What follows belongs to an exercise in optimizing a design on an open flow for small area, a short achievable clock period and few clock cycles per item; a production flow would make more cautious choices. At most, simulation tests tie the RTL to the original design; equivalence was not proved. Function not checked in run 1: the RTL went through the layout flow alone. Power and IR drop assume default switching activity.

==> design.v <==
`default_nettype none
package div_pkg;
  localparam int xlen = 32;
  typedef enum logic [1:0] {
    OP_DIV  = 2'd0,
    OP_DIVU = 2'd1,
    OP_REM  = 2'd2,
    OP_REMU = 2'd3
  } div_op_e;
endpackage
`default_nettype wire
`timescale 1ns/1ps
`default_nettype none
module div_operand_prep
(
  input  logic        CLK,
  input  logic        RST_N,
  input  logic        in_valid,
  input  logic        in_ready,
  input  logic [31:0] in_a,
  input  logic [31:0] in_b,
  input  logic [1:0]  in_op,
  input  logic        recirc,
  input  logic [31:0] recirc_data,
  output logic        slot_valid,
  output logic        slot_done,
  output logic [31:0] slot_dq,
  output logic [31:0] slot_divisor,
  output logic        slot_neg,
  output logic        slot_take_rem
);
  logic        is_signed;
  logic        a_neg;
  logic        b_neg;
  logic        b_zero;
  logic [31:0] a_mag;
  logic [31:0] b_mag;
  logic        neg_d;
  always_comb begin
    is_signed = !in_op[0];
    a_neg     = is_signed & in_a[31];
    b_neg     = is_signed & in_b[31];
    b_zero    = (in_b == '0);
    a_mag = a_neg ? ('0 - in_a) : in_a;
    b_mag = b_neg ? ('0 - in_b) : in_b;
    neg_d = in_op[1] ? a_neg : ((a_neg ^ b_neg) & !b_zero);
  end
  always_ff @(posedge CLK) begin
    if (!RST_N) begin
      slot_valid <= 1'b0;
    end else begin
      slot_valid <= recirc | (in_valid & in_ready);
    end
  end
  always_ff @(posedge CLK) begin
    slot_done     <= recirc;
    slot_dq       <= a_mag;
    slot_divisor  <= recirc ? recirc_data : b_mag;
    slot_neg      <= neg_d;
    slot_take_rem <= in_op[1];
  end
endmodule
`default_nettype wire
`timescale 1ns/1ps
`default_nettype none
module div_step_stage
#(
  parameter int J0 = 0,
  parameter int K  = 2,
  parameter int SEL = 0,
  parameter int RI = (J0 < 1) ? 1 : J0,
  parameter int RO = (SEL != 0) ? 32 : J0 + K
)
(
  input  logic          CLK,
  input  logic          RST_N,
  input  logic          prev_valid,
  input  logic          prev_done,
  input  logic [RI-1:0] prev_rem,
  input  logic [31:0]   prev_dq,
  input  logic [31:0]   prev_divisor,
  input  logic          prev_neg,
  input  logic          prev_take_rem,
  output logic          next_valid,
  output logic          next_done,
  output logic [RO-1:0] next_rem,
  output logic [31:0]   next_dq,
  output logic [31:0]   next_divisor,
  output logic          next_neg,
  output logic          next_take_rem
);
  logic [31:0] rem [0:K];
  logic [31:0] dq  [0:K];
  assign rem[0] = (J0 == 0) ? 32'd0 : {{(32 - RI){1'b0}}, prev_rem};
  assign dq[0]  = prev_dq;
  for (genvar i = 0; i < K; i++) begin : g_step
    localparam int W = J0 + i + 1;
    logic [W-1:0] t;
    logic [W-1:0] d;
    logic         borrow;
    logic         hi_nz;
    logic         ge;
    if (W == 1) begin : g_t1
      assign t = dq[i][31];
    end else begin : g_tn
      assign t = {rem[i][W-2:0], dq[i][31]};
    end
    if (W < 32) begin : g_hi
      assign hi_nz = |prev_divisor[31:W];
    end else begin : g_nohi
      assign hi_nz = 1'b0;
    end
    assign {borrow, d} = {1'b0, t} - {1'b0, prev_divisor[W-1:0]};
    assign ge = !hi_nz && !borrow;
    if (W < 32) begin : g_rw
      assign rem[i+1] = {{(32 - W){1'b0}}, ge ? d : t};
    end else begin : g_rf
      assign rem[i+1] = ge ? d : t;
    end
    assign dq[i+1] = {dq[i][30:0], ge};
  end
  always_ff @(posedge CLK) begin
    if (!RST_N) begin
      next_valid <= 1'b0;
    end else begin
      next_valid <= prev_valid;
    end
  end
  if (SEL) begin : g_sel
    always_ff @(posedge CLK) begin
      next_rem <= prev_take_rem ? rem[K] : dq[K];
    end
    assign next_dq = '0;
  end else begin : g_nosel
    always_ff @(posedge CLK) begin
      next_rem <= rem[K][RO-1:0];
      next_dq  <= dq[K];
    end
  end
  always_ff @(posedge CLK) begin
    next_done     <= prev_done;
    next_divisor  <= prev_divisor;
    next_neg      <= prev_neg;
    next_take_rem <= prev_take_rem;
  end
endmodule
`default_nettype wire
`timescale 1ns/1ps
`default_nettype none
module div_result_fixup
#(
  parameter int DEPTH = 30
)
(
  input  logic        CLK,
  input  logic        RST_N,
  input  logic        r_ready,
  output logic        in_ready,
  input  logic        prev_valid,
  input  logic        prev_done,
  input  logic [31:0] prev_mag,
  input  logic [31:0] prev_divisor,
  input  logic        prev_neg,
  output logic        recirc,
  output logic [31:0] result,
  output logic        r_valid,
  output logic [31:0] r_data
);
  logic        ring;
  logic [$clog2(DEPTH+1)-1:0] lap;
  logic        prev_head;
  logic        recirc_head;
  logic        space;
  logic        deliver;
  always_comb begin
    if (prev_done) begin
      result = prev_divisor;
    end else begin
      result = prev_neg ? ('0 - prev_mag) : prev_mag;
    end
  end
  assign space       = !r_valid | r_ready;
  assign prev_head   = ring & (lap == '0);
  assign deliver     = prev_valid & space & (!ring | prev_head);
  assign recirc      = prev_valid & !deliver;
  assign recirc_head = recirc & (!ring | prev_head);
  assign in_ready    = !ring & !(prev_valid & !space);
  always_ff @(posedge CLK) begin
    if (recirc_head) begin
      lap <= DEPTH[$clog2(DEPTH+1)-1:0];
    end else if (lap != '0) begin
      lap <= lap - 1'b1;
    end
  end
  always_ff @(posedge CLK) begin
    if (!RST_N) begin
      ring <= 1'b0;
    end else if (recirc_head) begin
      ring <= 1'b1;
    end else if (deliver & prev_head) begin
      ring <= 1'b0;
    end
  end
  always_ff @(posedge CLK) begin
    if (!RST_N) begin
      r_valid <= 1'b0;
    end else if (space) begin
      r_valid <= deliver;
    end
  end
  always_ff @(posedge CLK) begin
    if (deliver) begin
      r_data <= result;
    end
  end
endmodule
`default_nettype wire
`timescale 1ns/1ps
`default_nettype none
module div_top
(
  input  logic        CLK,
  input  logic        RST_N,
  input  logic        in_valid,
  output logic        in_ready,
  input  logic [31:0] in_a,
  input  logic [31:0] in_b,
  input  logic [1:0]  in_op,
  output logic        r_valid,
  input  logic        r_ready,
  output logic [31:0] r_data
);
  logic        recirc;
  logic [31:0] result;
  logic        s0_valid;
  logic        s0_done;
  logic [31:0] s0_dq;
  logic [31:0] s0_divisor;
  logic        s0_neg;
  logic        s0_take_rem;
  logic        s1_valid;
  logic        s1_done;
  logic [1:0] s1_rem;
  logic [31:0] s1_dq;
  logic [31:0] s1_divisor;
  logic        s1_neg;
  logic        s1_take_rem;
  logic        s2_valid;
  logic        s2_done;
  logic [3:0] s2_rem;
  logic [31:0] s2_dq;
  logic [31:0] s2_divisor;
  logic        s2_neg;
  logic        s2_take_rem;
  logic        s3_valid;
  logic        s3_done;
  logic [4:0] s3_rem;
  logic [31:0] s3_dq;
  logic [31:0] s3_divisor;
  logic        s3_neg;
  logic        s3_take_rem;
  logic        s4_valid;
  logic        s4_done;
  logic [5:0] s4_rem;
  logic [31:0] s4_dq;
  logic [31:0] s4_divisor;
  logic        s4_neg;
  logic        s4_take_rem;
  logic        s5_valid;
  logic        s5_done;
  logic [6:0] s5_rem;
  logic [31:0] s5_dq;
  logic [31:0] s5_divisor;
  logic        s5_neg;
  logic        s5_take_rem;
  logic        s6_valid;
  logic        s6_done;
  logic [7:0] s6_rem;
  logic [31:0] s6_dq;
  logic [31:0] s6_divisor;
  logic        s6_neg;
  logic        s6_take_rem;
  logic        s7_valid;
  logic        s7_done;
  logic [8:0] s7_rem;
  logic [31:0] s7_dq;
  logic [31:0] s7_divisor;
  logic        s7_neg;
  logic        s7_take_rem;
  logic        s8_valid;
  logic        s8_done;
  logic [9:0] s8_rem;
  logic [31:0] s8_dq;
  logic [31:0] s8_divisor;
  logic        s8_neg;
  logic        s8_take_rem;
  logic        s9_valid;
  logic        s9_done;
  logic [10:0] s9_rem;
  logic [31:0] s9_dq;
  logic [31:0] s9_divisor;
  logic        s9_neg;
  logic        s9_take_rem;
  logic        s10_valid;
  logic        s10_done;
  logic [11:0] s10_rem;
  logic [31:0] s10_dq;
  logic [31:0] s10_divisor;
  logic        s10_neg;
  logic        s10_take_rem;
  logic        s11_valid;
  logic        s11_done;
  logic [12:0] s11_rem;
  logic [31:0] s11_dq;
  logic [31:0] s11_divisor;
  logic        s11_neg;
  logic        s11_take_rem;
  logic        s12_valid;
  logic        s12_done;
  logic [13:0] s12_rem;
  logic [31:0] s12_dq;
  logic [31:0] s12_divisor;
  logic        s12_neg;
  logic        s12_take_rem;
  logic        s13_valid;
  logic        s13_done;
  logic [14:0] s13_rem;
  logic [31:0] s13_dq;
  logic [31:0] s13_divisor;
  logic        s13_neg;
  logic        s13_take_rem;
  logic        s14_valid;
  logic        s14_done;
  logic [15:0] s14_rem;
  logic [31:0] s14_dq;
  logic [31:0] s14_divisor;
  logic        s14_neg;
  logic        s14_take_rem;
  logic        s15_valid;
  logic        s15_done;
  logic [16:0] s15_rem;
  logic [31:0] s15_dq;
  logic [31:0] s15_divisor;
  logic        s15_neg;
  logic        s15_take_rem;
  logic        s16_valid;
  logic        s16_done;
  logic [17:0] s16_rem;
  logic [31:0] s16_dq;
  logic [31:0] s16_divisor;
  logic        s16_neg;
  logic        s16_take_rem;
  logic        s17_valid;
  logic        s17_done;
  logic [18:0] s17_rem;
  logic [31:0] s17_dq;
  logic [31:0] s17_divisor;
  logic        s17_neg;
  logic        s17_take_rem;
  logic        s18_valid;
  logic        s18_done;
  logic [19:0] s18_rem;
  logic [31:0] s18_dq;
  logic [31:0] s18_divisor;
  logic        s18_neg;
  logic        s18_take_rem;
  logic        s19_valid;
  logic        s19_done;
  logic [20:0] s19_rem;
  logic [31:0] s19_dq;
  logic [31:0] s19_divisor;
  logic        s19_neg;
  logic        s19_take_rem;
  logic        s20_valid;
  logic        s20_done;
  logic [21:0] s20_rem;
  logic [31:0] s20_dq;
  logic [31:0] s20_divisor;
  logic        s20_neg;
  logic        s20_take_rem;
  logic        s21_valid;
  logic        s21_done;
  logic [22:0] s21_rem;
  logic [31:0] s21_dq;
  logic [31:0] s21_divisor;
  logic        s21_neg;
  logic        s21_take_rem;
  logic        s22_valid;
  logic        s22_done;
  logic [23:0] s22_rem;
  logic [31:0] s22_dq;
  logic [31:0] s22_divisor;
  logic        s22_neg;
  logic        s22_take_rem;
  logic        s23_valid;
  logic        s23_done;
  logic [24:0] s23_rem;
  logic [31:0] s23_dq;
  logic [31:0] s23_divisor;
  logic        s23_neg;
  logic        s23_take_rem;
  logic        s24_valid;
  logic        s24_done;
  logic [25:0] s24_rem;
  logic [31:0] s24_dq;
  logic [31:0] s24_divisor;
  logic        s24_neg;
  logic        s24_take_rem;
  logic        s25_valid;
  logic        s25_done;
  logic [26:0] s25_rem;
  logic [31:0] s25_dq;
  logic [31:0] s25_divisor;
  logic        s25_neg;
  logic        s25_take_rem;
  logic        s26_valid;
  logic        s26_done;
  logic [27:0] s26_rem;
  logic [31:0] s26_dq;
  logic [31:0] s26_divisor;
  logic        s26_neg;
  logic        s26_take_rem;
  logic        s27_valid;
  logic        s27_done;
  logic [28:0] s27_rem;
  logic [31:0] s27_dq;
  logic [31:0] s27_divisor;
  logic        s27_neg;
  logic        s27_take_rem;
  logic        s28_valid;
  logic        s28_done;
  logic [29:0] s28_rem;
  logic [31:0] s28_dq;
  logic [31:0] s28_divisor;
  logic        s28_neg;
  logic        s28_take_rem;
  logic        s29_valid;
  logic        s29_done;
  logic [30:0] s29_rem;
  logic [31:0] s29_dq;
  logic [31:0] s29_divisor;
  logic        s29_neg;
  logic        s29_take_rem;
  logic        s30_valid;
  logic        s30_done;
  logic [31:0] s30_rem;
  logic [31:0] s30_dq;
  logic [31:0] s30_divisor;
  logic        s30_neg;
  logic        s30_take_rem;
  div_operand_prep u_operand_prep (
    .CLK           (CLK),
    .RST_N         (RST_N),
    .in_valid      (in_valid),
    .in_ready      (in_ready),
    .in_a          (in_a),
    .in_b          (in_b),
    .in_op         (in_op),
    .recirc        (recirc),
    .recirc_data   (result),
    .slot_valid    (s0_valid),
    .slot_done     (s0_done),
    .slot_dq       (s0_dq),
    .slot_divisor  (s0_divisor),
    .slot_neg      (s0_neg),
    .slot_take_rem (s0_take_rem)
  );
  div_step_stage #(.J0(0), .K(2), .SEL(0)) u_stage0 (
    .CLK           (CLK),
    .RST_N         (RST_N),
    .prev_valid    (s0_valid),
    .prev_done     (s0_done),
    .prev_rem      (1'b0),
    .prev_dq       (s0_dq),
    .prev_divisor  (s0_divisor),
    .prev_neg      (s0_neg),
    .prev_take_rem (s0_take_rem),
    .next_valid    (s1_valid),
    .next_done     (s1_done),
    .next_rem      (s1_rem),
    .next_dq       (s1_dq),
    .next_divisor  (s1_divisor),
    .next_neg      (s1_neg),
    .next_take_rem (s1_take_rem)
  );
  div_step_stage #(.J0(2), .K(2), .SEL(0)) u_stage1 (
    .CLK           (CLK),
    .RST_N         (RST_N),
    .prev_valid    (s1_valid),
    .prev_done     (s1_done),
    .prev_rem      (s1_rem),
    .prev_dq       (s1_dq),
    .prev_divisor  (s1_divisor),
    .prev_neg      (s1_neg),
    .prev_take_rem (s1_take_rem),
    .next_valid    (s2_valid),
    .next_done     (s2_done),
    .next_rem      (s2_rem),
    .next_dq       (s2_dq),
    .next_divisor  (s2_divisor),
    .next_neg      (s2_neg),
    .next_take_rem (s2_take_rem)
  );
  div_step_stage #(.J0(4), .K(1), .SEL(0)) u_stage2 (
    .CLK           (CLK),
    .RST_N         (RST_N),
    .prev_valid    (s2_valid),
    .prev_done     (s2_done),
    .prev_rem      (s2_rem),
    .prev_dq       (s2_dq),
    .prev_divisor  (s2_divisor),
    .prev_neg      (s2_neg),
    .prev_take_rem (s2_take_rem),
    .next_valid    (s3_valid),
    .next_done     (s3_done),
    .next_rem      (s3_rem),
    .next_dq       (s3_dq),
    .next_divisor  (s3_divisor),
    .next_neg      (s3_neg),
    .next_take_rem (s3_take_rem)
  );
  div_step_stage #(.J0(5), .K(1), .SEL(0)) u_stage3 (
    .CLK           (CLK),
    .RST_N         (RST_N),
    .prev_valid    (s3_valid),
    .prev_done     (s3_done),
    .prev_rem      (s3_rem),
    .prev_dq       (s3_dq),
    .prev_divisor  (s3_divisor),
    .prev_neg      (s3_neg),
    .prev_take_rem (s3_take_rem),
    .next_valid    (s4_valid),
    .next_done     (s4_done),
    .next_rem      (s4_rem),
    .next_dq       (s4_dq),
    .next_divisor  (s4_divisor),
    .next_neg      (s4_neg),
    .next_take_rem (s4_take_rem)
  );
  div_step_stage #(.J0(6), .K(1), .SEL(0)) u_stage4 (
    .CLK           (CLK),
    .RST_N         (RST_N),
    .prev_valid    (s4_valid),
    .prev_done     (s4_done),
    .prev_rem      (s4_rem),
    .prev_dq       (s4_dq),
    .prev_divisor  (s4_divisor),
    .prev_neg      (s4_neg),
    .prev_take_rem (s4_take_rem),
    .next_valid    (s5_valid),
    .next_done     (s5_done),
    .next_rem      (s5_rem),
    .next_dq       (s5_dq),
    .next_divisor  (s5_divisor),
    .next_neg      (s5_neg),
    .next_take_rem (s5_take_rem)
  );
  div_step_stage #(.J0(7), .K(1), .SEL(0)) u_stage5 (
    .CLK           (CLK),
    .RST_N         (RST_N),
    .prev_valid    (s5_valid),
    .prev_done     (s5_done),
    .prev_rem      (s5_rem),
    .prev_dq       (s5_dq),
    .prev_divisor  (s5_divisor),
    .prev_neg      (s5_neg),
    .prev_take_rem (s5_take_rem),
    .next_valid    (s6_valid),
    .next_done     (s6_done),
    .next_rem      (s6_rem),
    .next_dq       (s6_dq),
    .next_divisor  (s6_divisor),
    .next_neg      (s6_neg),
    .next_take_rem (s6_take_rem)
  );
  div_step_stage #(.J0(8), .K(1), .SEL(0)) u_stage6 (
    .CLK           (CLK),
    .RST_N         (RST_N),
    .prev_valid    (s6_valid),
    .prev_done     (s6_done),
    .prev_rem      (s6_rem),
    .prev_dq       (s6_dq),
    .prev_divisor  (s6_divisor),
    .prev_neg      (s6_neg),
    .prev_take_rem (s6_take_rem),
    .next_valid    (s7_valid),
    .next_done     (s7_done),
    .next_rem      (s7_rem),
    .next_dq       (s7_dq),
    .next_divisor  (s7_divisor),
    .next_neg      (s7_neg),
    .next_take_rem (s7_take_rem)
  );
  div_step_stage #(.J0(9), .K(1), .SEL(0)) u_stage7 (
    .CLK           (CLK),
    .RST_N         (RST_N),
    .prev_valid    (s7_valid),
    .prev_done     (s7_done),
    .prev_rem      (s7_rem),
    .prev_dq       (s7_dq),
    .prev_divisor  (s7_divisor),
    .prev_neg      (s7_neg),
    .prev_take_rem (s7_take_rem),
    .next_valid    (s8_valid),
    .next_done     (s8_done),
    .next_rem      (s8_rem),
    .next_dq       (s8_dq),
    .next_divisor  (s8_divisor),
    .next_neg      (s8_neg),
    .next_take_rem (s8_take_rem)
  );
  div_step_stage #(.J0(10), .K(1), .SEL(0)) u_stage8 (
    .CLK           (CLK),
    .RST_N         (RST_N),
    .prev_valid    (s8_valid),
    .prev_done     (s8_done),
    .prev_rem      (s8_rem),
    .prev_dq       (s8_dq),
    .prev_divisor  (s8_divisor),
    .prev_neg      (s8_neg),
    .prev_take_rem (s8_take_rem),
    .next_valid    (s9_valid),
    .next_done     (s9_done),
    .next_rem      (s9_rem),
    .next_dq       (s9_dq),
    .next_divisor  (s9_divisor),
    .next_neg      (s9_neg),
    .next_take_rem (s9_take_rem)
  );
  div_step_stage #(.J0(11), .K(1), .SEL(0)) u_stage9 (
    .CLK           (CLK),
    .RST_N         (RST_N),
    .prev_valid    (s9_valid),
    .prev_done     (s9_done),
    .prev_rem      (s9_rem),
    .prev_dq       (s9_dq),
    .prev_divisor  (s9_divisor),
    .prev_neg      (s9_neg),
    .prev_take_rem (s9_take_rem),
    .next_valid    (s10_valid),
    .next_done     (s10_done),
    .next_rem      (s10_rem),
    .next_dq       (s10_dq),
    .next_divisor  (s10_divisor),
    .next_neg      (s10_neg),
    .next_take_rem (s10_take_rem)
  );
  div_step_stage #(.J0(12), .K(1), .SEL(0)) u_stage10 (
    .CLK           (CLK),
    .RST_N         (RST_N),
    .prev_valid    (s10_valid),
    .prev_done     (s10_done),
    .prev_rem      (s10_rem),
    .prev_dq       (s10_dq),
    .prev_divisor  (s10_divisor),
    .prev_neg      (s10_neg),
    .prev_take_rem (s10_take_rem),
    .next_valid    (s11_valid),
    .next_done     (s11_done),
    .next_rem      (s11_rem),
    .next_dq       (s11_dq),
    .next_divisor  (s11_divisor),
    .next_neg      (s11_neg),
    .next_take_rem (s11_take_rem)
  );
  div_step_stage #(.J0(13), .K(1), .SEL(0)) u_stage11 (
    .CLK           (CLK),
    .RST_N         (RST_N),
    .prev_valid    (s11_valid),
    .prev_done     (s11_done),
    .prev_rem      (s11_rem),
    .prev_dq       (s11_dq),
    .prev_divisor  (s11_divisor),
    .prev_neg      (s11_neg),
    .prev_take_rem (s11_take_rem),
    .next_valid    (s12_valid),
    .next_done     (s12_done),
    .next_rem      (s12_rem),
    .next_dq       (s12_dq),
    .next_divisor  (s12_divisor),
    .next_neg      (s12_neg),
    .next_take_rem (s12_take_rem)
  );
  div_step_stage #(.J0(14), .K(1), .SEL(0)) u_stage12 (
    .CLK           (CLK),
    .RST_N         (RST_N),
    .prev_valid    (s12_valid),
    .prev_done     (s12_done),
    .prev_rem      (s12_rem),
    .prev_dq       (s12_dq),
    .prev_divisor  (s12_divisor),
    .prev_neg      (s12_neg),
    .prev_take_rem (s12_take_rem),
    .next_valid    (s13_valid),
    .next_done     (s13_done),
    .next_rem      (s13_rem),
    .next_dq       (s13_dq),
    .next_divisor  (s13_divisor),
    .next_neg      (s13_neg),
    .next_take_rem (s13_take_rem)
  );
  div_step_stage #(.J0(15), .K(1), .SEL(0)) u_stage13 (
    .CLK           (CLK),
    .RST_N         (RST_N),
    .prev_valid    (s13_valid),
    .prev_done     (s13_done),
    .prev_rem      (s13_rem),
    .prev_dq       (s13_dq),
    .prev_divisor  (s13_divisor),
    .prev_neg      (s13_neg),
    .prev_take_rem (s13_take_rem),
    .next_valid    (s14_valid),
    .next_done     (s14_done),
    .next_rem      (s14_rem),
    .next_dq       (s14_dq),
    .next_divisor  (s14_divisor),
    .next_neg      (s14_neg),
    .next_take_rem (s14_take_rem)
  );
  div_step_stage #(.J0(16), .K(1), .SEL(0)) u_stage14 (
    .CLK           (CLK),
    .RST_N         (RST_N),
    .prev_valid    (s14_valid),
    .prev_done     (s14_done),
    .prev_rem      (s14_rem),
    .prev_dq       (s14_dq),
    .prev_divisor  (s14_divisor),
    .prev_neg      (s14_neg),
    .prev_take_rem (s14_take_rem),
    .next_valid    (s15_valid),
    .next_done     (s15_done),
    .next_rem      (s15_rem),
    .next_dq       (s15_dq),
    .next_divisor  (s15_divisor),
    .next_neg      (s15_neg),
    .next_take_rem (s15_take_rem)
  );
  div_step_stage #(.J0(17), .K(1), .SEL(0)) u_stage15 (
    .CLK           (CLK),
    .RST_N         (RST_N),
    .prev_valid    (s15_valid),
    .prev_done     (s15_done),
    .prev_rem      (s15_rem),
    .prev_dq       (s15_dq),
    .prev_divisor  (s15_divisor),
    .prev_neg      (s15_neg),
    .prev_take_rem (s15_take_rem),
    .next_valid    (s16_valid),
    .next_done     (s16_done),
    .next_rem      (s16_rem),
    .next_dq       (s16_dq),
    .next_divisor  (s16_divisor),
    .next_neg      (s16_neg),
    .next_take_rem (s16_take_rem)
  );
  div_step_stage #(.J0(18), .K(1), .SEL(0)) u_stage16 (
    .CLK           (CLK),
    .RST_N         (RST_N),
    .prev_valid    (s16_valid),
    .prev_done     (s16_done),
    .prev_rem      (s16_rem),
    .prev_dq       (s16_dq),
    .prev_divisor  (s16_divisor),
    .prev_neg      (s16_neg),
    .prev_take_rem (s16_take_rem),
    .next_valid    (s17_valid),
    .next_done     (s17_done),
    .next_rem      (s17_rem),
    .next_dq       (s17_dq),
    .next_divisor  (s17_divisor),
    .next_neg      (s17_neg),
    .next_take_rem (s17_take_rem)
  );
  div_step_stage #(.J0(19), .K(1), .SEL(0)) u_stage17 (
    .CLK           (CLK),
    .RST_N         (RST_N),
    .prev_valid    (s17_valid),
    .prev_done     (s17_done),
    .prev_rem      (s17_rem),
    .prev_dq       (s17_dq),
    .prev_divisor  (s17_divisor),
    .prev_neg      (s17_neg),
    .prev_take_rem (s17_take_rem),
    .next_valid    (s18_valid),
    .next_done     (s18_done),
    .next_rem      (s18_rem),
    .next_dq       (s18_dq),
    .next_divisor  (s18_divisor),
    .next_neg      (s18_neg),
    .next_take_rem (s18_take_rem)
  );
  div_step_stage #(.J0(20), .K(1), .SEL(0)) u_stage18 (
    .CLK           (CLK),
    .RST_N         (RST_N),
    .prev_valid    (s18_valid),
    .prev_done     (s18_done),
    .prev_rem      (s18_rem),
    .prev_dq       (s18_dq),
    .prev_divisor  (s18_divisor),
    .prev_neg      (s18_neg),
    .prev_take_rem (s18_take_rem),
    .next_valid    (s19_valid),
    .next_done     (s19_done),
    .next_rem      (s19_rem),
    .next_dq       (s19_dq),
    .next_divisor  (s19_divisor),
    .next_neg      (s19_neg),
    .next_take_rem (s19_take_rem)
  );
  div_step_stage #(.J0(21), .K(1), .SEL(0)) u_stage19 (
    .CLK           (CLK),
    .RST_N         (RST_N),
    .prev_valid    (s19_valid),
    .prev_done     (s19_done),
    .prev_rem      (s19_rem),
    .prev_dq       (s19_dq),
    .prev_divisor  (s19_divisor),
    .prev_neg      (s19_neg),
    .prev_take_rem (s19_take_rem),
    .next_valid    (s20_valid),
    .next_done     (s20_done),
    .next_rem      (s20_rem),
    .next_dq       (s20_dq),
    .next_divisor  (s20_divisor),
    .next_neg      (s20_neg),
    .next_take_rem (s20_take_rem)
  );
  div_step_stage #(.J0(22), .K(1), .SEL(0)) u_stage20 (
    .CLK           (CLK),
    .RST_N         (RST_N),
    .prev_valid    (s20_valid),
    .prev_done     (s20_done),
    .prev_rem      (s20_rem),
    .prev_dq       (s20_dq),
    .prev_divisor  (s20_divisor),
    .prev_neg      (s20_neg),
    .prev_take_rem (s20_take_rem),
    .next_valid    (s21_valid),
    .next_done     (s21_done),
    .next_rem      (s21_rem),
    .next_dq       (s21_dq),
    .next_divisor  (s21_divisor),
    .next_neg      (s21_neg),
    .next_take_rem (s21_take_rem)
  );
  div_step_stage #(.J0(23), .K(1), .SEL(0)) u_stage21 (
    .CLK           (CLK),
    .RST_N         (RST_N),
    .prev_valid    (s21_valid),
    .prev_done     (s21_done),
    .prev_rem      (s21_rem),
    .prev_dq       (s21_dq),
    .prev_divisor  (s21_divisor),
    .prev_neg      (s21_neg),
    .prev_take_rem (s21_take_rem),
    .next_valid    (s22_valid),
    .next_done     (s22_done),
    .next_rem      (s22_rem),
    .next_dq       (s22_dq),
    .next_divisor  (s22_divisor),
    .next_neg      (s22_neg),
    .next_take_rem (s22_take_rem)
  );
  div_step_stage #(.J0(24), .K(1), .SEL(0)) u_stage22 (
    .CLK           (CLK),
    .RST_N         (RST_N),
    .prev_valid    (s22_valid),
    .prev_done     (s22_done),
    .prev_rem      (s22_rem),
    .prev_dq       (s22_dq),
    .prev_divisor  (s22_divisor),
    .prev_neg      (s22_neg),
    .prev_take_rem (s22_take_rem),
    .next_valid    (s23_valid),
    .next_done     (s23_done),
    .next_rem      (s23_rem),
    .next_dq       (s23_dq),
    .next_divisor  (s23_divisor),
    .next_neg      (s23_neg),
    .next_take_rem (s23_take_rem)
  );
  div_step_stage #(.J0(25), .K(1), .SEL(0)) u_stage23 (
    .CLK           (CLK),
    .RST_N         (RST_N),
    .prev_valid    (s23_valid),
    .prev_done     (s23_done),
    .prev_rem      (s23_rem),
    .prev_dq       (s23_dq),
    .prev_divisor  (s23_divisor),
    .prev_neg      (s23_neg),
    .prev_take_rem (s23_take_rem),
    .next_valid    (s24_valid),
    .next_done     (s24_done),
    .next_rem      (s24_rem),
    .next_dq       (s24_dq),
    .next_divisor  (s24_divisor),
    .next_neg      (s24_neg),
    .next_take_rem (s24_take_rem)
  );
  div_step_stage #(.J0(26), .K(1), .SEL(0)) u_stage24 (
    .CLK           (CLK),
    .RST_N         (RST_N),
    .prev_valid    (s24_valid),
    .prev_done     (s24_done),
    .prev_rem      (s24_rem),
    .prev_dq       (s24_dq),
    .prev_divisor  (s24_divisor),
    .prev_neg      (s24_neg),
    .prev_take_rem (s24_take_rem),
    .next_valid    (s25_valid),
    .next_done     (s25_done),
    .next_rem      (s25_rem),
    .next_dq       (s25_dq),
    .next_divisor  (s25_divisor),
    .next_neg      (s25_neg),
    .next_take_rem (s25_take_rem)
  );
  div_step_stage #(.J0(27), .K(1), .SEL(0)) u_stage25 (
    .CLK           (CLK),
    .RST_N         (RST_N),
    .prev_valid    (s25_valid),
    .prev_done     (s25_done),
    .prev_rem      (s25_rem),
    .prev_dq       (s25_dq),
    .prev_divisor  (s25_divisor),
    .prev_neg      (s25_neg),
    .prev_take_rem (s25_take_rem),
    .next_valid    (s26_valid),
    .next_done     (s26_done),
    .next_rem      (s26_rem),
    .next_dq       (s26_dq),
    .next_divisor  (s26_divisor),
    .next_neg      (s26_neg),
    .next_take_rem (s26_take_rem)
  );
  div_step_stage #(.J0(28), .K(1), .SEL(0)) u_stage26 (
    .CLK           (CLK),
    .RST_N         (RST_N),
    .prev_valid    (s26_valid),
    .prev_done     (s26_done),
    .prev_rem      (s26_rem),
    .prev_dq       (s26_dq),
    .prev_divisor  (s26_divisor),
    .prev_neg      (s26_neg),
    .prev_take_rem (s26_take_rem),
    .next_valid    (s27_valid),
    .next_done     (s27_done),
    .next_rem      (s27_rem),
    .next_dq       (s27_dq),
    .next_divisor  (s27_divisor),
    .next_neg      (s27_neg),
    .next_take_rem (s27_take_rem)
  );
  div_step_stage #(.J0(29), .K(1), .SEL(0)) u_stage27 (
    .CLK           (CLK),
    .RST_N         (RST_N),
    .prev_valid    (s27_valid),
    .prev_done     (s27_done),
    .prev_rem      (s27_rem),
    .prev_dq       (s27_dq),
    .prev_divisor  (s27_divisor),
    .prev_neg      (s27_neg),
    .prev_take_rem (s27_take_rem),
    .next_valid    (s28_valid),
    .next_done     (s28_done),
    .next_rem      (s28_rem),
    .next_dq       (s28_dq),
    .next_divisor  (s28_divisor),
    .next_neg      (s28_neg),
    .next_take_rem (s28_take_rem)
  );
  div_step_stage #(.J0(30), .K(1), .SEL(0)) u_stage28 (
    .CLK           (CLK),
    .RST_N         (RST_N),
    .prev_valid    (s28_valid),
    .prev_done     (s28_done),
    .prev_rem      (s28_rem),
    .prev_dq       (s28_dq),
    .prev_divisor  (s28_divisor),
    .prev_neg      (s28_neg),
    .prev_take_rem (s28_take_rem),
    .next_valid    (s29_valid),
    .next_done     (s29_done),
    .next_rem      (s29_rem),
    .next_dq       (s29_dq),
    .next_divisor  (s29_divisor),
    .next_neg      (s29_neg),
    .next_take_rem (s29_take_rem)
  );
  div_step_stage #(.J0(31), .K(1), .SEL(1)) u_stage29 (
    .CLK           (CLK),
    .RST_N         (RST_N),
    .prev_valid    (s29_valid),
    .prev_done     (s29_done),
    .prev_rem      (s29_rem),
    .prev_dq       (s29_dq),
    .prev_divisor  (s29_divisor),
    .prev_neg      (s29_neg),
    .prev_take_rem (s29_take_rem),
    .next_valid    (s30_valid),
    .next_done     (s30_done),
    .next_rem      (s30_rem),
    .next_dq       (s30_dq),
    .next_divisor  (s30_divisor),
    .next_neg      (s30_neg),
    .next_take_rem (s30_take_rem)
  );
  div_result_fixup #(.DEPTH(30)) u_result_fixup (
    .CLK           (CLK),
    .RST_N         (RST_N),
    .r_ready       (r_ready),
    .in_ready      (in_ready),
    .prev_valid    (s30_valid),
    .prev_done     (s30_done),
    .prev_mag      (s30_rem),
    .prev_divisor  (s30_divisor),
    .prev_neg      (s30_neg),
    .recirc        (recirc),
    .result        (result),
    .r_valid       (r_valid),
    .r_data        (r_data)
  );
endmodule
`default_nettype wire
==> run.sh <==
#!/bin/bash
# synth_recipe.tcl (not shown) runs the flow's synth.tcl, then flattens the netlist and writes it again
# the make line also repeats each setting of config.mk as NAME=value (left out here)
make -C /OpenROAD-flow-scripts/flow DESIGN_CONFIG=/design/flow/config.mk WORK_HOME=/design/flow/orfs CLKGATE_MAP_FILE= SYNTH_SCRIPT=/design/flow/synth_recipe.tcl finish
==> config.mk <==
export PLATFORM = sky130hd
export DESIGN_NAME = div_top
export DESIGN_NICKNAME = div_top
export VERILOG_FILES = /design/flow/design.v
export SDC_FILE = /design/flow/constraint.sdc
export NUM_CORES = 4
export LEC_CHECK = 0
export CAP_MARGIN = 20
export CORE_MARGIN = 2
export CORE_UTILIZATION = 40
export CTS_CLUSTER_DIAMETER = 100
export CTS_CLUSTER_SIZE = 28
export SETUP_SLACK_MARGIN = 3.4
export SLEW_MARGIN = 20
==> constraint.sdc <==
create_clock -name core_clock -period 7.0 [get_ports {CLK}]
set_input_delay 1.4000 -clock core_clock [delete_from_list [all_inputs] [get_ports {CLK}]]
set_output_delay 1.4000 -clock core_clock [all_outputs]
set_load 0.01 [all_outputs]
==> results of run 1 <==
path summary, 6_finish.rpt:
check	end	slack (ps)	cells past startpoint
worst min-delay path	u_stage28.next_dq[19]	280	0
worst max-delay path	u_operand_prep.slot_divisor[29]	3400	9
worst max register to register	u_operand_prep.slot_divisor[29]	3400	9
worst min register to register	u_stage28.next_dq[19]	280	0
what timing repair did:
action | in CTS | in global routing
pin swaps | 18 | 37
endpoints found under the setup margin | 400 | 367
gates cloned | 7 | 5
resized for setup | 108 | 120
buffers inserted | 23 | 26
worst max-delay path: stages (launching register included):
cell	delay, ps
dfxtp_4	380
or4_4	520
or3_4	410
or4_4	440
or4_4	490
or2_4	290
o41ai_4	250
xor2_2	220
o21ai_4	140
mux2_2	320
area by class of cell:
| type | count | area (um2) | area share |
|---|---|---|---|
| flip-flops and latches | 2638 | 53160 | 0.5531 |
| multi-input cells | 4301 | 31820 | 0.3310 |
| well taps | 2854 | 3571 | 0.03715 |
| inverters | 712 | 2676 | 0.02785 |
| clock buffers | 111 | 2629 | 0.02735 |
| repair buffers | 197 | 2021 | 0.02102 |
| clock inverters | 10 | 232.7 | 0.002421 |
| diodes | 2 | 5.005 | 0.00005207 |
metal layers:
metal  GRT usage  vias up
met5           0        -
li1            -    26410
met1      0.1986    24150
met4     0.03907        0
met3     0.01708      243
met2      0.2589      643
cell families after synthesis:
family                   after synthesis  synth area share
flip-flops                          2638            0.6088
AND/OR/NAND/NOR                     1466           0.08135
adder cells (fa/ha/maj)              562           0.08324
multiplexers                         298           0.03786
buffers and inverters                825           0.03564
AO/OA/AOI/OAI                       1486            0.1043
XOR/XNOR                             486           0.04877
metrics by stage:
| stage | worst slack, ps | utilization | hold WS, ps | total power [mW] | instance area (um2) |
|---|---|---|---|---|---|
| after floorplan | 3443 | - | 309.6 | 22.69 | 87280 |
| after global placement | 2030 | 0.4230 | 309.6 | 24.50 | 91760 |
| after detailed placement | 2175 | 0.4230 | 312.1 | 24.66 | 91770 |
| after CTS | 3341 | 0.4392 | 282.0 | 31.97 | 95280 |
| after global routing | 3333 | 0.4430 | 284.7 | 33.75 | 96110 |
| final | 3400 | 0.4430 | 284.0 | 31.94 | 96110 |
placed cells by master, fill, tap and decap left out, drive strengths merged, types with 14 or more instances in the layout:
cell / count
nor3: 95
o211ai: 14
inv: 712
a211oi: 33
fa: 31
o21a: 70
mux2i: 41
nand4: 36
o31a: 14
a31oi: 41
ha: 531
dfxtp: 2606
or2: 16
clkbuf: 116
or3: 35
o31ai: 46
buf: 90
clkdlybuf4s50: 101
o21bai: 36
o41ai: 16
a211o: 19
edfxtp: 32
nand3: 64
and3: 30
xnor2: 288
nor2: 328
o21ai: 486
or4: 22
a21boi: 38
and2: 46
nor2b: 104
mux2: 257
a21oi: 411
xor2: 198
nor4: 102
nand2: 467
a21o: 168
nand2b: 91
power breakdown:
part | internal (mW) | switching [mW] | total, mW
sequential | 16.5 | 1.02 | 17.5
combinational | 3.30 | 3.98 | 7.28
clock | 2.74 | 4.39 | 7.13
==> impl_results.md, run 1 <==
* Ports at between 100 and 150
* Maximum clock rate at 277.8 MHz
* CTS sink count at ~2600
* Placement Rows at around 170
* Synth Net Count at about 8400
* Crit path DAT at 4290 ps
* Syn Area/Cell at about 11 um2
* Syn-to-layout area delta at 10.13%
* Vias in the first global route at around 51000
* CTS tree: built
* Top post-synthesis cells by count: 2606 x dfxtp_1, 712 x inv_1, 531 x ha_1
* RSZ-0062 raised after global routing: yes
* RR Startpoint: u_stage29.next_rem[7]
* Cell with the most instances after synthesis: dfxtp_1
* DRC violation count after routing at 0
* Power Density at around 330 nW/um2
* Wire per inst at ~16 um
* Total negative slack at 0 ps
* Layout cells sized above 1 at 0.08006
* P_leak at about 42 nW
* First-pass GRT wire length at between 200000 and 300000 um
* Die Ht at about 470 um
* Top-area cell type share of the netlist area at 0.5978
* Crit path time final at between 3000 and 4000 ps
* H-tree lvl count at 3
* Share of the yosys chip area belonging to registers at 0.6088
* Max FO, Critical Path at 4
* Synth Instances at between 7000 and 8000
* Hold_sp: u_stage27.next_dq[18]
* DR iter-0 viols at about 3000
* Number of max-cap violations at 0
* GP Congestion at about 0.87
* Metal3 WL at 4537 um
* Hold_buf cts at 0
* CORE AREA at about 220000 um2
* Non-filler cells in the finished layout at about 11000
* Placed Cells incl. Taps at around 11000
* # fillers at approximately 20000
* Hold Path Class: register to register
* Mapped Area at just under 90000 um2
* Synth Warn # at approximately 90
* Clock Tree Buf Depth at 3
* ANT nets after route at 0
* Most common flop cell mapped by yosys: dfxtp_1
* Clock latency (worst-skew pair) at approximately 800 ps
* Synth area leaders: dfxtp_1 60%, ha_1 7.6%, mux2_2 3.3%, inv_1 3.1%, xnor2_1 2.9%
* DRT Pass-1 Iters at 5
* CP Launch Point: u_stage29.next_rem[7]
* Post-synth EDFFs at 32
* Total wire length at ~170000 um
* Final slew viol count at 0
* Final HPWL DP at 127600 um
* Crit. End Element: register
* Fin. Hold Viols at 0
* Worst Tran Pin Value at between 1000 and 1500 ps
* Largest net degree at the start of global routing at 70
* Total GRT Usage at 0.1499
* Post-DR vias/cell at roughly 4.8
* Initial antenna violation count at 7
* Worst clock skew at ~74 ps
* Nets at 8586
* Synth Register Bits at 2638
* Die Wd at 471.1 um
* Initial Util at 0.4023
* Top cell type by total area after synthesis: dfxtp_1
* Critical path class: register to register
* CTS clk-pin slew, worst paths at 120 ps
* Run status: finished clean
* Netlist cell types at 81
* Total number of vias at about 51000
* Remaining Overflow, GRT at 0
* Top layer in use: met4
* Tcrit/Tclk final at 0.5143
* Root Driver: clkbuf_16
* I/O Buffers at 103
* Startpoint Class: register
* WL met1 at slightly above 80000 um
* Setup-failing EPs final at 0
* CTS buffer count at around 100
* WP data required at between 7000 and 8000 ps
* FFs w/ async S/R, synth at 0
* Worst vdd ir at between 0.2 and 0.25 mV
* DIE AREA at 221900 um2
* Normalized max-slew margin at 0.1777
* Met2 wire length at slightly above 80000 um
==> run 2, diff against run 1 <==
--- a/design.v
+++ b/design.v
@@ -149,7 +149,8 @@
 `default_nettype none
 module div_result_fixup
 #(
-  parameter int DEPTH = 30
+  parameter int DEPTH = 30,
+  parameter int LAPW  = 5
 )
 (
   input  logic        CLK,
@@ -167,7 +168,7 @@
   output logic [31:0] r_data
 );
   logic        ring;
-  logic [$clog2(DEPTH+1)-1:0] lap;
+  logic [LAPW-1:0] lap;
   logic        prev_head;
   logic        recirc_head;
   logic        space;
@@ -187,7 +188,7 @@
   assign in_ready    = !ring & !(prev_valid & !space);
   always_ff @(posedge CLK) begin
     if (recirc_head) begin
-      lap <= DEPTH[$clog2(DEPTH+1)-1:0];
+      lap <= DEPTH[LAPW-1:0];
     end else if (lap != '0) begin
       lap <= lap - 1'b1;
     end
@@ -1005,7 +1006,7 @@
     .next_neg      (s30_neg),
     .next_take_rem (s30_take_rem)
   );
-  div_result_fixup #(.DEPTH(30)) u_result_fixup (
+  div_result_fixup #(.DEPTH(30), .LAPW(5)) u_result_fixup (
     .CLK           (CLK),
     .RST_N         (RST_N),
     .r_ready       (r_ready),
--- a/config.mk
+++ b/config.mk
@@ -9,6 +9,6 @@
 export CORE_MARGIN = 2
 export CORE_UTILIZATION = 40
 export CTS_CLUSTER_DIAMETER = 100
-export CTS_CLUSTER_SIZE = 28
+export CTS_CLUSTER_SIZE = 32
 export SETUP_SLACK_MARGIN = 3.4
 export SLEW_MARGIN = 20
==> impl_results.md, run 2 <==
* DRC violation count after routing at 0 (unchanged)
* Tcrit/Tclk final at 0.5018 (-0.01249)
* # fillers at 20410 (+1.6%)
* Reg2Reg Depth at 13 (+4)
* Total number of vias at 52940 (+2.9%)
* Commonest cells after routing, fill and taps aside: 2598 x dfxtp_1, 696 x inv_1, 529 x ha_1
* Largest net degree at the start of global routing at 63 (-10%)
* Vias in the first global route at 51750 (+0.53%)
* GR Layer Usage met2 at 0.2571 (-0.001764)
* H-tree lvl count at 3 (unchanged)
* Crit. End Element: register
* ANT nets after route at 0 (unchanged)
* Top-area cell type share of the netlist area at 0.5883 (-0.009489)
* Met3 GRT Util at 0.01921 (+0.002130)
* Most common flop cell mapped by yosys: dfxtp_1
* Initial antenna violation count at 7 (unchanged)
* Top cell type by total area after synthesis: dfxtp_1
* Synth Instances at 7960 (+2.6%)
* DIE AREA at 225500 um2 (+1.6%)
* CP Launch Point: in_a[8]
* Run status: finished clean
* DRT Pass-1 Iters at 7 (+2)
* Clock latency (worst-skew pair) at 760 ps (-50 ps)
* Setup-failing EPs final at 0 (unchanged)
* Initial Util at 0.4032 (+0.0009306)
* FFs w/ async S/R, synth at 0 (unchanged)
* Setup crit end: u_operand_prep.slot_dq[29]
* Total negative slack at 0 ps (unchanged)
* Crit path time final at 3513 ps (-87.45 ps)
* CTS tree: built
* RR Startpoint: u_stage27.next_divisor[5]
* I/O Buffers at 103 (unchanged)
* Max FO, Critical Path at 4 (unchanged)
* Post-DR vias/cell at 4.777 (+0.52%)
* Power Density at 328.5 nW/um2 (-1.1%)
* Remaining Overflow, GRT at 0 (unchanged)
* Mapped Area at 88680 um2 (+1.6%)
* Hold Path Class: register to register
* P_leak at 42.25 nW (+0.31%)
* Power, Total at 31.76 mW (-0.57%)
* Worst clock skew at 34.80 ps (-38.79 ps)
* Commonest non-fill, non-tap cell in the layout: dfxtp_1
* Root Driver: clkbuf_16
* CTS clk-pin slew, worst paths at 120 ps (about the same)
* Fin. Hold Viols at 0 (unchanged)
* Normalized max-slew margin at 0.2219 (+0.04418)
* Synth Register Bits at 2638 (unchanged)
* Maximum clock rate at 284.7 MHz (+2.5%)
* Total GRT Usage at 0.1489 (-0.0009967)
* Die Wd at 474.8 um (+0.80%)
* Number of max-cap violations at 0 (unchanged)
* Wire per inst at 15.57 um (-1.3%)
* Met1 Usage GRT at 0.1967 (-0.001877)
* CTS buffer count at 93 (-11%)
* Hold_buf cts at 0 (unchanged)
* Die Ht at 474.8 um (+0.80%)
* Top post-synthesis cells by count: 2606 x dfxtp_1, 697 x inv_1, 531 x ha_1
* Final HPWL DP at 129600 um (+1.5%)
* Gr busiest metal: met2
* Post-synth EDFFs at 32 (unchanged)
* Nets at 8734 (+1.7%)
* Startpoint Class: input port
* Clock Tree Buf Depth at 3 (unchanged)
* Worst vdd ir at 0.2165 mV (+3.9%)
* Hold Worst Slack at 312.7 ps (+28.68 ps)
* CTS sink count at 2638 (unchanged)
* Final slew viol count at 0 (unchanged)
* Share of the yosys chip area belonging to registers at 0.5991 (-0.009664)
* CORE AREA at 219900 um2 (+1.4%)
* Crit path DAT at 4190 ps (-100 ps)
* Placed Cells incl. Taps at 10920 (+2.6%)
* Synth Net Count at 8592 (+2.4%)
* Total wire length at 172600 um (+1.0%)
* RR Endpoint: u_stage28.next_rem[12]
* DR iter-0 viols at 2900 (-2.8%)
* Synth Warn # at 92 (unchanged)
* Critical path class: input port to register
* WP data required at 7680 ps (about the same)
* RSZ-0062 raised after global routing: yes
* Syn-to-layout area delta at 9.010%
* First-pass GRT wire length at 273800 um (+0.92%)
* Synth area leaders: dfxtp_1 59%, ha_1 7.5%, inv_1 3.0%, mux2_2 2.8%, o21ai_0 2.7%
* Netlist cell types at 106 (+31%)
* Syn Area/Cell at 11.14 um2 (-0.93%)
* Core Util, Final at 0.4395 (-0.003492)
* Placement Rows at 172 (+0.58%)
* Layout cells sized above 1 at 0.06824 (-0.01183)
* Ports at 104 (unchanged)
* Reg-to-reg setup timing slack at 3510 ps (+110 ps)
* Cell with the most instances after synthesis: dfxtp_1
* Non-filler cells in the finished layout at 11080 (+2.4%)
* Worst Tran Pin Value at 1162 ps (-58.63 ps)
* GP Congestion at 0.8921 (+2.4%)
run 2: cell count changes after synthesis, sizes merged, moves of 16 or more:
cell    delta
nor2      +53
nand2     +44
mux2      -26
xnor2     -26
buf       +25
a21oi     -17
mux2i     +17
o21ai     +17
nand3     +16
o211ai    +16
run 2: how the worst min path moves through the flow:
stage / depth (start not counted) / endpoint / startpoint / slack [ps]
5_1_grt: 0 / u_stage23.next_dq[26] / u_stage22.next_dq[25] / 320
4_1_cts: 0 / u_stage24.next_dq[28] / u_stage23.next_dq[27] / 310
2_1_floorplan: 0 / u_stage0.next_done / u_operand_prep.slot_done / 310
3_5_place_dp: 0 / u_stage7.next_dq[10] / u_stage6.next_dq[9] / 310
3_3_place_gp: 0 / u_stage16.next_neg / u_stage15.next_neg / 310
6_report: 0 / u_stage21.next_dq[1] / u_stage20.next_dq[0] / 310
run 2: cells by family (layout without fill, tap and decap cells):
family	after synthesis	in the layout	synth area share
AOI/OAI and AO/OA	1571	1574	0.1128
xor gates and xnor gates	466	466	0.04602
adders and majority gates	562	562	0.08192
buffers and inverters	822	976	0.03623
DFF	2638	2638	0.5991
muxes	289	289	0.03618
other	0	5	0
and+or+nand+nor	1612	1614	0.08773
run 2: per-layer routing:
layer	up-vias	routed length [um]
li1	27200	-
met1	24790	81560
met2	747	81620
met3	209	5305
met4	0	4101
met5	-	0
run 2: layout make-up:
cell class                 instances  area [um2]  area share
antenna                            5       12.51   0.0001294
clock buffer                     103        2439     0.02523
clock inverter                     9       105.1    0.001087
inverter                         698        2620     0.02710
tap                             2958        3701     0.03829
timing repair buffer             166        1768     0.01829
multi-input combinational       4505       32880      0.3401
sequential                      2638       53150      0.5498
run 2: repair_timing:
action | 4_1_cts | 5_1_grt
resized for setup | 42 | 80
endpoints found under the setup margin | 286 | 324
gates cloned | 4 | 7
buffers inserted | 10 | 26
pin swaps | 6 | 24
run 2: per-stage QoR:
step           setup WS [ps]  cell area (um2)
5_1_grt                 3325            96660
2_1_floorplan           3407            88680
3_3_place_gp            2512            93060
6_report                3487            96670
3_5_place_dp            2506            93060
4_1_cts                 3150            95980
run 2: power breakdown:
part           switching (mW)  internal, mW  leakage (nW)
clock                    4.25          2.53          1.25
sequential              0.973          16.5          22.1
combinational            4.15          3.35          18.9
run 2: critical path, stage by stage:
cell	delay [ps]
clkdlybuf4s50_1	450
or4_1	590
or3_1	450
nor3b_4	340
and3_2	340
nand2_1	130
o41ai_1	340
xnor2_1	160
Testbench counts of run 2, summed over its fixed seeds: cycles 9,856, items 9,600.
==> run 3, diff against run 2 <==
--- a/config.mk
+++ b/config.mk
@@ -5,6 +5,7 @@
 export SDC_FILE = /design/flow/constraint.sdc
 export NUM_CORES = 4
 export LEC_CHECK = 0
+export ABC_AREA = 1
 export CAP_MARGIN = 20
 export CORE_MARGIN = 2
 export CORE_UTILIZATION = 40
==> impl_results.md, run 3 <==
* Total GRT Usage at 0.2226 (+0.07369)
* Buf+Inv Stages, Crit Path at 1 (unchanged)
* CTS buffer count at 110 (+18%)
* Total negative slack at 0 ps (unchanged)
* Post CTS Setup Buffer Count at 0 (-10)
* Setup WS post-layout at 3642 ps (+154.8 ps)
* Die Wd at 497.5 um (+4.8%)
* Total wire length at 282100 um (+63%)
* Vias in the first global route at 70210 (+36%)
* Remaining Overflow, GRT at 0 (unchanged)
* Crit. End Element: output port
* Hold Path Class: register to register
* DRT Pass-1 Iters at 6 (-1)
* Worst clock skew at 64.48 ps (+29.68 ps)
* Final HPWL DP at 229100 um (+77%)
* ANT nets after route at 0 (unchanged)
* Core Util, Final at 0.4349 (-0.004599)
* Initial antenna violation count at 12 (+5)
* Number of max-cap violations at 0 (unchanged)
* Total number of vias at 71070 (+34%)
* Fin. Hold Viols at 0 (unchanged)
* Worst vdd ir at 0.2433 mV (+12%)
* Tcrit/Tclk final at 0.4797 (-0.02212)
* CTS tree: built
* CTS clk-pin slew, worst paths at 110 ps (about the same)
* Top cell type by total area after synthesis: dfxtp_1
* Reg2Reg Depth at 16 (+3)
* Synth Warn # at 92 (unchanged)
* Power Density at 338.9 nW/um2 (+3.2%)
* P_leak at 51.27 nW (+21%)
* Largest net degree at the start of global routing at 48 (-24%)
* Most common flop cell mapped by yosys: dfxtp_1
* Power, Total at 35.79 mW (+13%)
* Wire per inst at 19.11 um (+23%)
* I/O Buffers at 103 (unchanged)
* Cell Chain, Critical Path: dlygate4sd2_1
* Ports at 104 (unchanged)
* Crit path max-delay cell type: edfxtp_1
* Synth area leaders: dfxtp_1 54%, nand2_1 12%, ha_1 6.8%, inv_1 6.0%, a21oi_1 2.7%
* Post-DR vias/cell at 4.815 (+0.80%)
* GP Congestion at 0.9486 (+6.3%)
* H-tree lvl count at 3 (unchanged)
* Netlist cell types at 56 (-47%)
* NetSw at 12.67 mW (+35%)
* Share of the yosys chip area belonging to registers at 0.5454 (-0.05371)
* Run status: finished clean
* Crit path DAT at 1960 ps (-2230 ps)
* Switching fraction of total power at 0.3540 (+0.05893)
* FFs w/ async S/R, synth at 0 (unchanged)
* Top Family by Delay on Critical Path: flip-flops
* Combinational Power Share at 0.272 (+0.036)
* CORE AREA at 242800 um2 (+10%)
* Commonest cells after routing, fill and taps aside: 3105 x nand2_1, 2605 x dfxtp_1, 1556 x inv_1
* Critical path class: register to output port
* Synth Net Count at 12010 (+40%)
* Cell with the most instances after synthesis: nand2_1
* Post-synth EDFFs at 32 (unchanged)
* RR Startpoint: u_stage28.next_dq[31]
* DIE AREA at 247500 um2 (+9.8%)
* Hold_buf cts at 0 (unchanged)
* P_int at 23.12 mW (+3.3%)
* Reg-to-reg setup timing slack at 3640 ps (+130 ps)
* Max FO, Critical Path at 12 (+8)
* Placement Rows at 181 (+5.2%)
* Final slew viol count at 0 (unchanged)
* First-pass GRT wire length at 423200 um (+55%)
* Layout cells sized above 1 at 0.02773 (-0.04051)
* Worst slack, placed at 2937 ps (+430.7 ps)
* Initial Util at 0.4012 (-0.001951)
* Worst Tran Pin Value at 1071 ps (-90.62 ps)
* Setup-failing EPs final at 0 (unchanged)
* Top post-synthesis cells by count: 3106 x nand2_1, 2606 x dfxtp_1, 1556 x inv_1
* Commonest non-fill, non-tap cell in the layout: nand2_1
* Die Ht at 497.5 um (+4.8%)
* WP data required at 5600 ps (-2080 ps)
* Top-area cell type share of the netlist area at 0.5356 (-0.05274)
* Synth Instances at 11380 (+43%)
* RR Endpoint: u_stage29.next_rem[15]
* DRC violation count after routing at 0 (unchanged)
* Crit path time final at 3358 ps (-154.8 ps)
* Normalized max-slew margin at 0.2792 (+0.05733)
* Maximum clock rate at 297.8 MHz (+4.6%)
* Crit path depth at 1 (-7)
* Reg power frac at 0.498 (-0.052)
* Setup crit end: r_data[2]
* Syn-to-layout area delta at 8.394%
* CTS sink count at 2638 (unchanged)
* RSZ-0062 raised after global routing: no
* CP Launch Point: u_result_fixup.r_data[2]
* Nets at 12120 (+39%)
* Startpoint Class: register
* Clock Tree Buf Depth at 3 (unchanged)
* Clock latency (worst-skew pair) at 840 ps (+80 ps)
* Mapped Area at 97410 um2 (+9.8%)
* Clock network fraction of design power at 0.229 (+0.016)
* Synth Register Bits at 2638 (unchanged)
* Syn Area/Cell at 8.562 um2 (-23%)
* DR iter-0 viols at 4939 (+70%)
* Root Driver: clkbuf_16
* CP peak stage delay at 790 ps (+200 ps)
* # fillers at 24040 (+18%)
## run 3: changes by cell type in the layout (fill, tap and decap cells not counted), moves of 144 or more
| cell | previous run | this run |
|---|---|---|
| a21o_1 | 179 | 35 |
| a21oi_1 | 385 | 529 |
| inv_1 | 696 | 1556 |
| mux2_2 | 213 | 0 |
| nand2_1 | 511 | 3105 |
| nand3_1 | 80 | 517 |
| nor2_1 | 378 | 659 |
## run 3: logic make-up after synthesis
family / count (synthesis) / synth area share
DFF: 2638 / 0.5454
and+or+nand+nor: 4816 / 0.2061
AOI/OAI and AO/OA: 1298 / 0.07217
xor gates and xnor gates: 368 / 0.03309
buffers and inverters: 1695 / 0.06865
adders and majority gates: 562 / 0.07458
## run 3: how the worst min path moves through the flow
stage,startpoint,to,slack [ps],cells after the start
floorplan,u_operand_prep.slot_done,u_stage0.next_done,310,0
global placement,u_stage19.next_take_rem,u_stage20.next_take_rem,310,0
detailed placement,u_stage10.next_dq[25],u_stage11.next_dq[26],310,0
CTS,u_stage22.next_dq[21],u_stage23.next_dq[22],300,0
global route,u_stage23.next_dq[26],u_stage24.next_dq[27],290,0
finish,u_stage16.next_dq[30],u_stage17.next_dq[31],290,0
## run 3: layout make-up
| class | instances | area [um2] | area share |
|---|---|---|---|
| clock inverter | 49 | 907.1 | 0.008591 |
| timing repair buffer | 117 | 1159 | 0.01097 |
| multi-input combinational | 7044 | 37610 | 0.3562 |
| tap | 3202 | 4006 | 0.03794 |
| clock buffer | 119 | 2816 | 0.02667 |
| sequential | 2638 | 53130 | 0.5032 |
| antenna | 17 | 42.54 | 0.0004029 |
| inverter | 1573 | 5909 | 0.05597 |
## run 3: power groups by stage
stage	Combinational [mW]	Sequential, mW	Clock (mW)
2_1_floorplan	7.21	17.4	0
3_3_place_gp	9.57	18.2	0
3_5_place_dp	9.59	18.2	0
4_1_cts	9.66	17.9	8.47
5_1_grt	11.0	18.0	8.95
6_report	9.75	17.8	8.20
## run 3: metal layers
layer	wire length (um)	part of all wire	track usage	up-vias
li1	-	-	-	36130
met1	124000	0.44	0.2818	32970
met2	136300	0.48	0.3923	1614
met3	11290	0.040	0.02384	356
met4	10440	0.037	0.07686	0
met5	0	0	0	-
## run 3: what timing repair did
action                                  in CTS  in global routing
pin swaps                                    0                  1
endpoints found under the setup margin       3                  1
gates resized for setup                      6                  3
## run 3: per-stage QoR
stage                     cell area [um2]  std cells  hold slack [ps]
after global placement             101800      14570            309.5
after floorplan                     97410      11380            309.6
after global routing               105600      14760            293.6
after CTS                          105500      14740            295.5
after detailed placement           101800      14570            312.1
final                              105600      14760            292.2
==> run 4, diff against run 3 <==
--- a/config.mk
+++ b/config.mk
@@ -5,10 +5,9 @@
 export SDC_FILE = /design/flow/constraint.sdc
 export NUM_CORES = 4
 export LEC_CHECK = 0
-export ABC_AREA = 1
 export CAP_MARGIN = 20
 export CORE_MARGIN = 2
-export CORE_UTILIZATION = 40
+export CORE_UTILIZATION = 55
 export CTS_CLUSTER_DIAMETER = 100
 export CTS_CLUSTER_SIZE = 32
 export SETUP_SLACK_MARGIN = 3.4
==> impl_results.md, run 4 <==
* Max FO, Critical Path at 5 (-7)
* Critical path class: register to register
* Hold_sp: u_stage5.next_dq[6]
* ANT nets after route at 0 (unchanged)
* Placed Cells incl. Taps at 10120 (-31%)
* Syn Area/Cell at 11.14 um2 (+30%)
* Hold Worst Slack at 285.7 ps (-6.538 ps)
* Total negative slack at 0 ps (unchanged)
* Placement Rows at 147 (-19%)
* Worst Tran Pin Value at 1204 ps (+133.0 ps)
* Reg2Reg Depth at 13 (-3)
* Setup WS post-layout at 3461 ps (-180.9 ps)
* Mapped Area at 88680 um2 (-9.0%)
* CTS sink count at 2638 (unchanged)
* Initial Util at 0.5529 (+0.1517)
* Wire per inst at 16.54 um (-13%)
* Tcrit/Tclk final at 0.5055 (+0.02585)
* Most common flop cell mapped by yosys: dfxtp_1
* CP Launch Point: u_stage18.next_divisor[0]
* Layout cells sized above 1 at 0.07003 (+0.04230)
* CORE AREA at 160400 um2 (-34%)
* Die Wd at 405.5 um (-18%)
* Syn-to-layout area delta at 8.138%
* Die Ht at 405.5 um (-18%)
* Hold_buf cts at 0 (unchanged)
* Reg-to-reg setup timing slack at 3460 ps (-180 ps)
* Worst hold path cell count at 0 (unchanged)
* Clock Tree Buf Depth at 3 (unchanged)
* Crit path time final at 3539 ps (+180.9 ps)
* DRT Pass-1 Iters at 6 (unchanged)
* Largest net degree at the start of global routing at 63 (+31%)
* H-tree lvl count at 3 (unchanged)
* Top-area cell type share of the netlist area at 0.5883 (+0.05274)
* Setup-failing EPs final at 0 (unchanged)
* Fin. Hold Viols at 0 (unchanged)
* Crit path DAT at 4160 ps (+2200 ps)
* Commonest non-fill, non-tap cell in the layout: dfxtp_1
* DR iter-0 viols at 2961 (-40%)
* DRC violation count after routing at 0 (unchanged)
* Normalized max-slew margin at 0.1887 (-0.09054)
* Hold Path Class: register to register
* Clock latency (worst-skew pair) at 770 ps (-70 ps)
* Nets at 8742 (-28%)
* Initial antenna violation count at 5 (-7)
* Top post-synthesis cells by count: 2606 x dfxtp_1, 697 x inv_1, 531 x ha_1
* Worst clock skew at 63.26 ps (-1.218 ps)
* RSZ-0062 raised after global routing: no
* DIE AREA at 164500 um2 (-34%)
* Commonest cells after routing, fill and taps aside: 2599 x dfxtp_1, 695 x inv_1, 529 x ha_1
* Netlist cell types at 106 (+89%)
* Maximum clock rate at 282.6 MHz (-5.1%)
* Number of max-cap violations at 0 (unchanged)
* Synth Warn # at 92 (unchanged)
* Total GRT Usage at 0.2012 (-0.02138)
* P_leak at 42.30 nW (-17%)
* Post-synth EDFFs at 32 (unchanged)
* I/O Buffers at 103 (unchanged)
* CTS buffer count at 92 (-16%)
* Synth area leaders: dfxtp_1 59%, ha_1 7.5%, inv_1 3.0%, mux2_2 2.8%, o21ai_0 2.7%
* Power Density at 330.3 nW/um2 (-2.5%)
* Total wire length at 170100 um (-40%)
* CTS tree: built
* Run status: finished clean
* Worst slack, placed at 2438 ps (-499.1 ps)
* Final slew viol count at 0 (unchanged)
* Total number of vias at 52900 (-26%)
* Final HPWL DP at 126700 um (-45%)
* Top cell type by total area after synthesis: dfxtp_1
* Non-filler cells in the finished layout at 10290 (-30%)
* Synth Net Count at 8592 (-28%)
* Cell with the most instances after synthesis: dfxtp_1
* CTS clk-pin slew, worst paths at 120 ps (about the same)
* Ports at 104 (unchanged)
* Vias in the first global route at 50960 (-27%)
* Startpoint Class: register
* Root Driver: clkbuf_16
* GP Congestion at 0.8942 (-5.7%)
* Post-DR vias/cell at 5.143 (+6.8%)
* Synth Instances at 7960 (-30%)
* Crit. End Element: register
* Remaining Overflow, GRT at 0 (unchanged)
* Worst vdd ir at 0.2134 mV (-12%)
* WP data required at 7630 ps (+2030 ps)
* FFs w/ async S/R, synth at 0 (unchanged)
* RR Startpoint: u_stage18.next_divisor[0]
* Share of the yosys chip area belonging to registers at 0.5991 (+0.05371)
* First-pass GRT wire length at 267500 um (-37%)
* Synth Register Bits at 2638 (unchanged)
[run 4: kinds of logic (layout without fill, tap and decap cells)]
group                      Yosys count  in the layout  share of synthesized area
DFF                               2638           2638                     0.5991
AOI/OAI and AO/OA                 1571           1574                     0.1128
buffers and inverters              822            981                    0.03623
and+or+nand+nor                   1612           1615                    0.08773
muxes                              289            289                    0.03618
adders and majority gates          562            562                    0.08192
other                                0              2                          0
xor gates and xnor gates           466            466                    0.04602
[run 4: per-layer routing]
layer / vias to the layer above / track usage / wire [um]
li1: 27200 / - / -
met5: - / 0 / 0
met2: 717 / 0.3477 / 80860
met4: 0 / 0.04970 / 4462
met3: 229 / 0.02749 / 6283
met1: 24760 / 0.2658 / 78500
[run 4: final timing paths]
check	to
worst max-delay path	u_stage19.next_rem[14]
worst min-delay path	u_stage6.next_dq[7]
worst max register to register	u_stage19.next_rem[14]
worst min register to register	u_stage6.next_dq[7]
[run 4: layout make-up]
cell class | instances | area [um2]
timing repair buffer | 174 | 1907
clock inverter | 10 | 207.7
tap | 2160 | 2703
antenna | 2 | 5.005
inverter | 698 | 2620
sequential | 2638 | 53140
fill | 13460 | 64490
multi-input combinational | 4506 | 32970
clock buffer | 99 | 2349
[run 4: power breakdown]
part	leakage, nW	internal [mW]	total [mW]	switching (mW)
clock	1.24	2.50	6.75	4.25
sequential	22.1	16.5	17.4	0.916
combinational	19.0	3.38	7.50	4.12
total	42.3	22.4	31.7	9.29
[run 4: critical path, cell delays in order, from the launching register on]
cell and delay, ps:
dfxtp_1 360, ha_4 180, fa_2 380, and2b_1 240, o2111ai_2 190, a311o_2 450
a21oi_4 180, o41ai_4 90, a21oi_2 230, a31o_4 200, a41oi_4 110, nor2_4 310
clkbuf_16 220, mux2_4 300
[run 4: metrics by stage]
stage	total power, mW	instance area [um2]	utilization
3_5_place_dp	24.86	92070	0.5741
2_1_floorplan	23.01	88680	-
4_1_cts	31.72	94920	0.5919
5_1_grt	33.52	95890	0.5979
3_3_place_gp	24.78	92070	0.5741
6_report	31.68	95900	0.5979
[run 4: what timing repair did]
item / 4_1_cts / 5_1_grt
gates resized for setup: 42 / 94
setup endpoints to repair: 245 / 346
cloned: 3 / 13
buffers inserted: 5 / 33
pin swaps: 3 / 28

==> re-timing with driven ports <==
Ports are ideal in the flow. The routed layouts listed here were re-timed in OpenROAD.
Step 1: set_driving_cell puts a clkbuf_16 on CLK and a buf_2 on each other input, an assumption about the parent block.
Step 2 times the ports against the registers' clock, not the clock port: input delays grow and output delays shrink by t, the midpoint of the rising clock arrivals with the driver on.
a / b / c = ideal ports / drivers / drivers and shift; a / b = the first two.
run | shift t [ns] | slack for setup (ns) | clock arrival spread, ns | worst slew at a driven data input, ns
run 1 | 0.861 | 3.400 / 3.400 / 2.700 | 0.076 / 0.076 | 0.05
run 2 | 0.821 | 3.487 / 3.507 / 2.723 | 0.045 / 0.045 | 0.09
run 3 | 0.893 | 3.642 / 3.557 / 3.314 | 0.089 / 0.089 | 0.08
run 4 | 0.811 | 3.461 / 3.461 / 2.717 | 0.068 / 0.068 | 0.07
After both steps every run listed still meets setup and hold. The setup slack of run 2, which loses most, moves by +0.020 ns with the drivers and by -0.764 ns with both steps.
